From an optimization exercise on the open Yosys and OpenROAD flow, aimed at small area; shortcuts taken in it are not production practice. In this exercise RTL edits were held to simulation tests only and were not proved equivalent to the original. Power and IR drop assume default switching activity.

==> flow/design.v <==
package nmr_pkg;
	localparam int ADC_PHYS_WIDTH = 14;	 
	localparam int ADC_DATA_WIDTH = 16;	 
	localparam int TIMER_WIDTH    = 16;	 
	localparam int COUNT_WIDTH    = 16;	 
	typedef logic [TIMER_WIDTH-1:0]    timer_t;		 
	typedef logic [COUNT_WIDTH-1:0]    count_t;		 
	typedef logic [ADC_PHYS_WIDTH-1:0] adc_raw_t;	 
	typedef logic [ADC_DATA_WIDTH-1:0] sample_t;	 
	typedef struct packed {
		timer_t pulse_90;			 
		timer_t delay_nosig;		 
		timer_t pulse_180;			 
		timer_t delay_sig;			 
		count_t echoes_per_scan;	 
		count_t samples_per_echo;	 
		logic   phase_cycle;		 
	} seq_params_t;
	typedef struct packed {
		adc_raw_t code;	 
		logic     ovr;	 
	} adc_in_t;
	typedef struct packed {
		sample_t data;	 
		logic    ovr;	 
		count_t  echo;	 
	} echo_sample_t;
	typedef enum logic [2:0] {
		IDLE,		 
		P90,		 
		D_NOSIG,	 
		P180,		 
		D_SIG		 
	} seq_state_e;
endpackage
module nmr_controller #(
	parameter int ADC_LATENCY = 5,	 
	parameter int FIFO_DEPTH  = 16,	 
	parameter int OUT_CREDITS = 4	 
) (
	input  logic                  pulseprog_clk,
	input  logic                  rst,
	input  logic [96:0]           params,
	input  logic                  start,
	input  logic [14:0]           adc_in,
	input  logic                  out_credit,
	output logic                  rf_gate,
	output logic                  rf_phase,
	output logic                  en_rx,
	output logic                  en_adc,
	output logic                  busy,
	output logic                  out_valid,
	output logic [32:0]           out_sample,
	output logic                  lost_sample
);
	localparam logic [2:0] S_IDLE = 3'b000;
	localparam logic [2:0] S_P90  = 3'b100;
	localparam logic [2:0] S_DNS  = 3'b010;
	localparam logic [2:0] S_P180 = 3'b110;
	localparam logic [2:0] S_DSIG = 3'b011;
	logic [2:0]  st;
	logic        ph;		 
	logic [15:0] timer;		 
	logic [15:0] ndns;		 
	logic [15:0] np180;		 
	logic [15:0] nds;		 
	logic [15:0] nspe;		 
	logic [15:0] rem;		 
	logic        win;		 
	logic        inc_r;		 
	logic        idle;
	logic        accept;
	logic        fin;
	logic        last;
	logic [15:0] tdec;
	assign idle   = (st == S_IDLE);
	assign accept = idle && start;
	logic [15:0] target;	 
	assign target = (st == S_P90) ? 16'd1 : st[2] ? np180 : st[0] ? nds : ndns;
	assign fin    = (timer == target);
	assign last   = (rem == 16'd1);
	assign tdec   = timer - 16'd1;
	always_ff @(posedge pulseprog_clk)
	begin
		ndns  <= (~params[80:65] & {16{accept}}) | (ndns & {16{busy}});
		np180 <= (~params[64:49] & {16{accept}}) | (np180 & {16{busy}});
		nds   <= (~params[48:33] & {16{accept}}) | (nds & {16{busy}});
		nspe  <= (~params[16:1] & {16{accept}}) | (nspe & {16{busy}});
	end
	always_ff @(posedge pulseprog_clk)
	begin
		if (accept)
			timer <= params[96:81];
		else if (!fin)
			timer <= tdec;
		else
			timer <= 16'hfffe;	 
	end
	logic rem_dec;
	assign rem_dec = (st == S_DSIG) && fin;
	always_ff @(posedge pulseprog_clk)
	begin
		rem <= (params[32:17] & {16{accept}}) | ((rem - 16'd1) & {16{rem_dec}})
			| (rem & {16{busy && !rem_dec}});
	end
	always_ff @(posedge pulseprog_clk)
	begin
		if (rst)
		begin
			st <= S_IDLE;
			ph <= 1'b0;
		end
		else
		begin
			ph <= accept ? params[0] : (ph && !fin);
			case (st)
				S_IDLE:  if (start) st <= S_P90;
				S_P90:   if (fin) st <= S_DNS;
				S_DNS:   if (fin) st <= S_P180;
				S_P180:  if (fin) st <= S_DSIG;
				S_DSIG:  if (fin) st <= last ? S_IDLE : S_P180;
				default: st <= S_IDLE;
			endcase
		end
	end
	always_ff @(posedge pulseprog_clk)
	begin
		if (st[2])
			win <= (nspe != 16'hffff);
		else
			win <= win && (timer != nspe);
	end
	always_ff @(posedge pulseprog_clk)
	begin
		inc_r <= (st == S_DSIG) && fin && !last;
	end
	assign rf_gate  = st[2];
	assign rf_phase = ph;
	assign en_rx    = st[0];
	assign busy     = !idle;
	assign en_adc   = st[0] && (win || (timer == 16'hffff));
	logic       ev_a;
	logic       ev_b;
	logic [4:0] a_d;
	logic [4:0] b_d;
	logic [15:0] tag;
	logic       capture;
	assign ev_a = en_adc || (accept && !rst);
	assign ev_b = inc_r || (accept && !rst);
	always_ff @(posedge pulseprog_clk)
	begin
		if (rst)
			a_d <= '0;
		else
			a_d <= {a_d[3:0], ev_a};
	end
	always_ff @(posedge pulseprog_clk)
	begin
		b_d <= {b_d[3:0], ev_b};
	end
	always_ff @(posedge pulseprog_clk)
	begin
		if (a_d[4] && b_d[4])
			tag <= '0;
		else if (b_d[4])
			tag <= tag + 16'd1;
	end
	assign capture = a_d[4] && !b_d[4];
	logic [30:0] mem [16];	 
	logic [4:0]  wr;		 
	logic [4:0]  rdl;		 
	logic        push;		 
	logic [4:0]  diff;		 
	logic        cred_ok;
	logic        take;
	logic        not_empty;
	logic        pop;
	logic [2:0]  oc;		 
	assign diff      = wr + ~rdl;
	assign cred_ok   = !(diff[4] || (diff == 5'd15 && out_valid));
	assign take      = capture && cred_ok;
	assign not_empty = (diff != {4'd0, push});
	assign pop       = not_empty && (oc != 3'd0);
	logic [30:0] wdata;
	assign wdata = {adc_in, tag};
	for (genvar i = 0; i < 16; i++)
	begin : g_slot
		logic we;
		logic keep;
		assign we   = take && !rst && (wr[3:0] == 4'(i));
		assign keep = !(rst || (out_valid && rdl[3:0] == 4'(i)));
		always_ff @(posedge pulseprog_clk)
		begin
			mem[i] <= (wdata & {31{we}}) | (mem[i] & {31{keep}});
		end
	end
	always_ff @(posedge pulseprog_clk)
	begin
		if (rst)
		begin
			wr          <= '0;
			rdl         <= '1;
			push        <= 1'b0;
			out_valid   <= 1'b0;
			lost_sample <= 1'b0;
			oc          <= 3'(OUT_CREDITS);
		end
		else
		begin
			wr        <= wr + 5'(take);
			rdl       <= rdl + 5'(pop);
			push      <= take;
			out_valid <= pop;
			if (capture && !cred_ok)
				lost_sample <= 1'b1;
			case ({out_credit, pop})
				2'b10:   oc <= oc + 3'd1;
				2'b01:   oc <= oc - 3'd1;
				default: oc <= oc;
			endcase
		end
	end
	logic [30:0] head;
	logic [15:0] rsel;
	assign rsel = 16'd1 << rdl[3:0];
	always_comb
	begin
		head = '0;
		for (int i = 0; i < 16; i++)
			head = head | (mem[i] & {31{rsel[i]}});
	end
	assign out_sample = {head[30], head[30], head};
endmodule
clock: 8.5 ns
lec_check: 0
cap_margin: 20
core_margin: 2
core_utilization: 40
slew_margin: 20
standard.sh (not shown) runs the stock make flow with config.mk's settings and CLKGATE_MAP_FILE= SYNTH_SCRIPT=/design/flow/synth_recipe.tcl, a recipe that flattens the netlist after the stock synthesis.
==> flow/flow/run.sh <==
#!/bin/bash
set -euo pipefail
here=$(pwd)
export AREA_ABC_SCRIPT="$here/flow/area.abc"
export FLOW_SYNTH_TCL="$here/synth_recipe.tcl"
export BUFFER_PORTS_ARGS="-buffer_cell sky130_fd_sc_hd__buf_1"
export CTS_ARGS="-sink_clustering_enable -repair_clock_nets -dont_use_dummy_load -sink_clustering_size 30 -sink_clustering_max_diameter 100"
sed -e "s#SYNTH_SCRIPT=[^ ]*#SYNTH_SCRIPT=$here/flow/area_synth.tcl#" standard.sh > area_standard.sh
grep -q "area_synth.tcl" area_standard.sh
bash area_standard.sh finish > orfs_flow.log 2>&1
==> flow/flow/area.abc <==
&get -n
&st
&syn3
&dch -f
&nf -R 1000
&st
&dch -f
&nf -R 1000
&st
&dch -f
&nf -R 1000
&put
topo
==> flow/flow/area_synth.tcl <==
# The standard synthesis script, with one change: ABC maps the logic with
# the area-oriented script flow/area.abc instead of ORFS's speed script.
# Flip-flop mapping, names and everything else stay as synth_recipe.tcl does them.
proc abc {args} {
  set i [lsearch -exact $args -script]
  if {$i >= 0} {
    set args [lreplace $args [expr {$i + 1}] [expr {$i + 1}] $::env(AREA_ABC_SCRIPT)]
  }
  yosys abc {*}$args
}
source $::env(FLOW_SYNTH_TCL)
Then changed:
--- a/flow/design.v
+++ b/flow/design.v
@@ -95,14 +95,14 @@
 			timer <= tdec;
 		else
 			timer <= 16'hfffe;	 
 	end
-	logic rem_dec;
-	assign rem_dec = (st == S_DSIG) && fin;
-	always_ff @(posedge pulseprog_clk)
-	begin
-		rem <= (params[32:17] & {16{accept}}) | ((rem - 16'd1) & {16{rem_dec}})
-			| (rem & {16{busy && !rem_dec}});
+	always_ff @(posedge pulseprog_clk)
+	begin
+		if (accept)
+			rem <= params[32:17];
+		else if (st == S_DSIG && fin)
+			rem <= rem - 16'd1;
 	end
 	always_ff @(posedge pulseprog_clk)
 	begin
 		if (rst)
=>
- The new run produced a clean layout
- total power decreases by 12%
- area after synthesis increases by 0.45%
- combinational power decreases by 39%
- routed wire length increases by about 1%
- clock skew increases by 0.024 ns
- worst setup slack gains 0.16 ns
- first-iteration DRC count increases by about 9%
- die area increases by about 0.44%
- via count stays flat
- clock power barely changes
- final cell count hardly moves

==> what the ideal ports hide <==
The results above use ideal ports. As a check the final layouts listed here were re-extracted and re-timed, cells and wires unchanged.
Step 1 assumes that a clkbuf_16 drives the clock port and a buf_2 every other input.
Step 2 also shifts input and output timing later by t, the mid clock arrival at the registers, as if the neighbouring blocks saw the same clock.
Slacks: ideal ports / drivers / drivers and shift; pairs: ideal ports / drivers.
run	t, ns	slack for setup (ns)	hold WS [ns]	worst data-port slew with drivers (ns)	cell pins on the clock port's net
the first run	0.659	2.837 / 2.777 / 3.436	0.330 / 0.330 / 0.330	0.06	1
the second run	0.643	2.999 / 2.937 / 3.580	0.340 / 0.340 / 0.340	0.06	1
After both steps every run listed still meets setup and hold.
